This is an optimization exercise on Yosys and OpenROAD, whose aim is small area, a short achievable clock period and few clock cycles per item, not a production implementation.
The RTL was checked by simulation tests, not by an equivalence proof against the original design.
The clock port is modelled as an ideal driver; clocking choices that lean on that would not hold on a real chip.
Power is estimated from default activity; no workload was simulated.

==> flow/design.v (excerpt) <==
module mac_operand_scatter
#(
   parameter int N_TAPS   = 16,
   parameter int TREE_LAT = 5
) (
   input  logic                      clk,
   input  logic                      reset,
   input  conv_pkg::data_t                     in_data,
   input  logic                      in_valid,
   output logic                      in_ready,
   input  logic                      flush,
   input  logic                      w_we,
   input  logic [$clog2(N_TAPS)-1:0] w_addr,
   input  conv_pkg::data_t                     w_data,
   output logic                      w_err,
   output conv_pkg::data_t [conv_pkg::LANES-1:0]         lane_a,
   output conv_pkg::data_t [conv_pkg::LANES-1:0]         lane_b,
   output logic                      mac_en,
   output logic                      mac_clear,
   output logic                      sum_capture
);
   localparam int L = conv_pkg::LANES;
   logic              r_ph;           
   logic              r_rdy;          
   logic              r_en;           
   logic [3:0]        r_cnt;          
   logic [TREE_LAT+2:0] r_pipe;       
   conv_pkg::data_t   r_a [L];        
   conv_pkg::data_t   r_b [L];        
   conv_pkg::data_t   r_wa [L];       
   conv_pkg::data_t   r_wb [L];       
   logic              w_full;
   logic              w_shift;
   logic              w_sel_n, w_keep_n;
   logic              w_accept;
   logic              w_form;
   logic              w_wr;
   conv_pkg::data_t   w_dn, w_dz;
   assign w_full   = (r_cnt == 4'd15);
   assign in_ready = r_rdy;
   assign w_shift  = in_valid & r_rdy;
   assign w_sel_n  = ~w_shift;
   assign w_keep_n = w_shift;
   assign w_accept = w_shift & ~flush & ~reset;
   assign w_form   = w_accept & w_full;
   assign w_wr     = w_we & ~(r_pipe[0] & w_addr[3]);
   assign w_dn     = ~w_data;
   assign w_dz     = reset ? '0 : w_data;
   for (genvar gi = 0; gi < L; gi++) begin : g_bank
      conv_pkg::data_t w_sa, w_sb, w_na, w_nb;
      if (gi < L - 1) begin : g_mid
         assign w_sa = r_b[gi+1];
         assign w_sb = r_a[gi+1];
      end else begin : g_top
         assign w_sa = r_ph ? ~r_a[0] : ~in_data;
         assign w_sb = r_ph ? in_data : ~r_b[0];
      end
      sel_cell u_na (.sel_n(w_sel_n), .keep_n(w_keep_n), .nw(w_sa), .old(r_b[gi]), .y(w_na));
  ...
clock: 5.0 ns
lec_check: 0
cap_margin: 20
core_margin: 2
core_utilization: 70
cts_cluster_diameter: 60
cts_cluster_size: 30
place_density: 0.8
setup_slack_margin: 3.0
slew_margin: 20
synth_hierarchical: 1
synth_minimum_keep_size: 0
tns_end_percent: 0
standard.sh (not shown) runs the stock make flow with config.mk's settings and CLKGATE_MAP_FILE= SYNTH_SCRIPT=/design/flow/synth_recipe.tcl, a recipe that flattens the netlist after the stock synthesis.
==> flow/flow/run.sh <==
#!/bin/bash
# The standard layout with two changes:
# - the port buffers are made of the smallest buffer cell instead of the one
#   ORFS picks by default;
# - after clock tree synthesis the tree's root buffer is removed, so the clock
#   port drives the tree's first level (two buffers) directly; timing is then
#   repaired (post_cts.tcl) instead of before the removal.
set -euo pipefail
export BUFFER_PORTS_ARGS="-buffer_cell sky130_fd_sc_hd__buf_1"
export SKIP_CTS_REPAIR_TIMING=1
export POST_CTS_TCL="$PWD/flow/post_cts.tcl"
bash standard.sh > standard_flow.log 2>&1
==> flow/flow/post_cts.tcl <==
proc remove_clock_root {} {
  set block [ord::get_db_block]
  set clk [$block findNet clk]
  set root ""
  foreach it [$clk getITerms] { if {[$it isInputSignal]} { set root [$it getInst] } }
  if {$root eq ""} { puts "remove_clock_root: no root buffer"; return }
  set rootout ""
  foreach it [$root getITerms] { if {[$it isOutputSignal]} { set rootout [$it getNet] } }
  set loads {}
  foreach it [$rootout getITerms] { if {[$it isInputSignal]} { lappend loads $it } }
  if {[llength $loads] + [llength [$clk getITerms]] - 1 > 4} {
    puts "remove_clock_root: root buffer drives [llength $loads] pins, kept"
    return
  }
  foreach it $loads { $it disconnect; $it connect $clk }
  puts "remove_clock_root: removed [$root getName], moved [llength $loads] loads to clk"
  odb::dbInst_destroy $root
  odb::dbNet_destroy $rootout
}

remove_clock_root
estimate_parasitics -placement
report_clock_latency
repair_timing_helper
detailed_placement
check_placement -verbose
estimate_parasitics -placement
report_worst_slack
Testbench counts at the start, summed over its fixed seeds: cycles 4,272, items 2,048.
Edit:
==> flow/flow/run.sh (replaced) <==
#!/bin/bash
# The standard layout, with the port buffers made of the smallest buffer
# cell instead of the one ORFS picks by default.
set -euo pipefail
export BUFFER_PORTS_ARGS="-buffer_cell sky130_fd_sc_hd__buf_1"
bash standard.sh > standard_flow.log 2>&1
--- a/flow/config.mk
+++ b/flow/config.mk
@@ -10 +10 @@
-export CORE_UTILIZATION = 70
+export CORE_UTILIZATION = 40
@@ -13 +12,0 @@
-export PLACE_DENSITY = 0.8
@@ -18 +16,0 @@
-export TNS_END_PERCENT = 0
removed: flow/flow/post_cts.tcl
The new run produced a clean layout; setup slack gets worse by 24 ps; utilization is lower by 21 points; count of clock-buffer cells in the layout is higher by 7.
Edit:
==> flow/flow/run.sh (replaced) <==
#!/bin/bash
# The standard layout with two changes:
# - the port buffers are made of the smallest buffer cell instead of the one
#   ORFS picks by default;
# - after clock tree synthesis the tree's root buffer is removed, so the clock
#   port drives the tree's first level (two buffers) directly; timing is then
#   repaired (post_cts.tcl) instead of before the removal.
set -euo pipefail
export BUFFER_PORTS_ARGS="-buffer_cell sky130_fd_sc_hd__buf_1"
export SKIP_CTS_REPAIR_TIMING=1
export POST_CTS_TCL="$PWD/flow/post_cts.tcl"
bash standard.sh > standard_flow.log 2>&1
==> flow/flow/post_cts.tcl (new file) <==
proc remove_clock_root {} {
  set block [ord::get_db_block]
  set clk [$block findNet clk]
  set root ""
  foreach it [$clk getITerms] { if {[$it isInputSignal]} { set root [$it getInst] } }
  if {$root eq ""} { puts "remove_clock_root: no root buffer"; return }
  set rootout ""
  foreach it [$root getITerms] { if {[$it isOutputSignal]} { set rootout [$it getNet] } }
  set loads {}
  foreach it [$rootout getITerms] { if {[$it isInputSignal]} { lappend loads $it } }
  if {[llength $loads] + [llength [$clk getITerms]] - 1 > 4} {
    puts "remove_clock_root: root buffer drives [llength $loads] pins, kept"
    return
  }
  foreach it $loads { $it disconnect; $it connect $clk }
  puts "remove_clock_root: removed [$root getName], moved [llength $loads] loads to clk"
  odb::dbInst_destroy $root
  odb::dbNet_destroy $rootout
}

remove_clock_root
estimate_parasitics -placement
report_clock_latency
repair_timing_helper
detailed_placement
check_placement -verbose
estimate_parasitics -placement
report_worst_slack
--- a/flow/config.mk
+++ b/flow/config.mk
@@ -10 +10 @@
-export CORE_UTILIZATION = 40
+export CORE_UTILIZATION = 70
@@ -13,2 +13,3 @@
-export SETUP_SLACK_MARGIN = 3.0
-export SLEW_MARGIN = 20
+export PLACE_DENSITY = 0.8
+export SETUP_SLACK_MARGIN = 2.9
+export SLEW_MARGIN = 70
The new run produced a clean layout.
Utilization grows by 22 points.
Combinational power shrinks by 40%.
Cell area shrinks by 21%.
Clock-buffer cell count shrinks by 8.
Worst setup slack improves by 4.8 ps.
Synthesized area stays the same.
Via count shrinks by 6.9%.
Total power shrinks by 18%.
Fmax stays flat.
Routed wire length shrinks by about 16%.
Global-route usage grows by 11 points.
Edit:
==> flow/flow/run.sh (replaced) <==
#!/bin/bash
# The standard layout, with the port buffers made of the smallest buffer
# cell instead of the one ORFS picks by default.
set -euo pipefail
export BUFFER_PORTS_ARGS="-buffer_cell sky130_fd_sc_hd__buf_1"
bash standard.sh > standard_flow.log 2>&1
--- a/flow/config.mk
+++ b/flow/config.mk
@@ -11,2 +10,0 @@
-export CTS_CLUSTER_DIAMETER = 60
-export CTS_CLUSTER_SIZE = 30
@@ -14,2 +12,2 @@
-export SETUP_SLACK_MARGIN = 2.9
-export SLEW_MARGIN = 70
+export SETUP_SLACK_MARGIN = 2.8
+export SLEW_MARGIN = 20
removed: flow/flow/post_cts.tcl
Count of clock-buffer cells in the layout climbs by 44.
Non-clock buffer count drops by 11.
Worst hold slack gets worse by 9.1 ps.
First-iteration DRC count went down by 1.9%.
Final cell count climbs by 1.9%.
Synthesized area is unchanged.
Cell area went up by 2.2%.
Combinational power came out lower by 7.2%.
Wire length rises by 1.7%.
Fmax shrinks by 4.0%.
Critical path depth climbs by 4.
Edit:
==> flow/flow/run.sh (replaced) <==
#!/bin/bash
# The standard layout with two changes:
# - the port buffers are made of the smallest buffer cell instead of the one
#   ORFS picks by default;
# - after clock tree synthesis the tree's root buffer is removed, so the clock
#   port drives the tree's first level (two buffers) directly; timing is then
#   repaired (post_cts.tcl) instead of before the removal.
set -euo pipefail
export BUFFER_PORTS_ARGS="-buffer_cell sky130_fd_sc_hd__buf_1"
export SKIP_CTS_REPAIR_TIMING=1
export POST_CTS_TCL="$PWD/flow/post_cts.tcl"
bash standard.sh > standard_flow.log 2>&1
==> flow/flow/post_cts.tcl (new file) <==
proc remove_clock_root {} {
  set block [ord::get_db_block]
  set clk [$block findNet clk]
  set root ""
  foreach it [$clk getITerms] { if {[$it isInputSignal]} { set root [$it getInst] } }
  if {$root eq ""} { puts "remove_clock_root: no root buffer"; return }
  set rootout ""
  foreach it [$root getITerms] { if {[$it isOutputSignal]} { set rootout [$it getNet] } }
  set loads {}
  foreach it [$rootout getITerms] { if {[$it isInputSignal]} { lappend loads $it } }
  if {[llength $loads] + [llength [$clk getITerms]] - 1 > 4} {
    puts "remove_clock_root: root buffer drives [llength $loads] pins, kept"
    return
  }
  foreach it $loads { $it disconnect; $it connect $clk }
  puts "remove_clock_root: removed [$root getName], moved [llength $loads] loads to clk"
  odb::dbInst_destroy $root
  odb::dbNet_destroy $rootout
}

remove_clock_root
estimate_parasitics -placement
report_clock_latency
repair_timing_helper
detailed_placement
check_placement -verbose
estimate_parasitics -placement
report_worst_slack
--- a/flow/config.mk
+++ b/flow/config.mk
@@ -10,0 +11,2 @@
+export CTS_CLUSTER_DIAMETER = 60
+export CTS_CLUSTER_SIZE = 30
@@ -12 +14 @@
-export SETUP_SLACK_MARGIN = 2.8
+export SETUP_SLACK_MARGIN = 2.9
@@ -15,0 +18 @@
+export TNS_END_PERCENT = 0
Design area came out lower by 4.4%; register-to-register slack gains 100 ps; synthesized cell count does not change; synthesized area stays the same; wire length came out lower by 4.0%; total power decreases by 15%; worst setup slack improves by 3.6 ps; worst hold slack hardly moves.
Edit:
==> flow/flow/run.sh (replaced) <==
#!/bin/bash
# The standard layout with these changes:
# - the port buffers are made of the smallest buffer cell instead of the one
#   ORFS picks by default;
# - clock tree synthesis makes clusters of at most 20 registers, each driven
#   by a clkbuf_8;
set -euo pipefail
export BUFFER_PORTS_ARGS="-buffer_cell sky130_fd_sc_hd__buf_1"
export CTS_ARGS="-sink_clustering_enable -repair_clock_nets -sink_clustering_size 20 -sink_clustering_max_diameter 40 -sink_clustering_buffer sky130_fd_sc_hd__clkbuf_8"
export SKIP_CTS_REPAIR_TIMING=1
export POST_CTS_TCL="$PWD/flow/post_cts.tcl"
bash standard.sh > standard_flow.log 2>&1
--- a/flow/config.mk
+++ b/flow/config.mk
@@ -11,2 +10,0 @@
-export CTS_CLUSTER_DIAMETER = 60
-export CTS_CLUSTER_SIZE = 30
@@ -14 +12 @@
-export SETUP_SLACK_MARGIN = 2.9
+export SETUP_SLACK_MARGIN = 3.05
@@ -18 +15,0 @@
-export TNS_END_PERCENT = 0
After rerunning: The new run finished with timing, DRC and antenna clean. Design area is higher by 9.6%. Non-clock buffer count went up by 32. First-iteration DRC count is higher by 27%. Setup slack improved by 30 ps. Synthesized area stays the same. Maximum frequency went up by 1.4%. Utilization increases by 7.6 points. Critical path depth does not change. Via count rose by 7.7%. Die area stays the same.

static timing again, ports no longer ideal:
The flow's constraints put no driver on any port. The routed layouts listed below were extracted and timed again, unchanged, in two steps.
Step 1, drivers: a clkbuf_16 drives clk and a buf_2 each remaining input, both assumed.
Step 2 adds t to the input delays and takes it off the output delays; t is the mean of the earliest and latest rising clock arrival at the registers after step 1. Input paths then give back, and output paths get back, about the clock's delay inside the block.
Three values: ideal ports, drivers, drivers and shift; two values: the first two.
run | shift t [ns] | slack for setup (ns) | worst setup path at the end | clock arrival spread, ns
the first run | 0.469 | 2.930 / 2.869 / 2.505 | input to register | 0.023 / 0.023
the second run | 0.627 | 2.906 / 2.854 / 2.427 | input to register | 0.029 / 0.029
the third run | 0.461 | 2.911 / 2.851 / 2.528 | input to register | 0.021 / 0.021
the fourth run | 0.566 | 2.824 / 2.785 / 2.281 | input to register | 0.025 / 0.025
the fifth run | 0.468 | 2.827 / 2.866 / 2.398 | input to register | 0.025 / 0.024
the sixth run | 0.432 | 2.857 / 2.913 / 2.485 | input to register | 0.031 / 0.032
After both steps setup and hold are still met in every run listed. The setup slack of the fourth run, which loses most, moves by -0.039 ns with the drivers and by -0.543 ns with both steps.
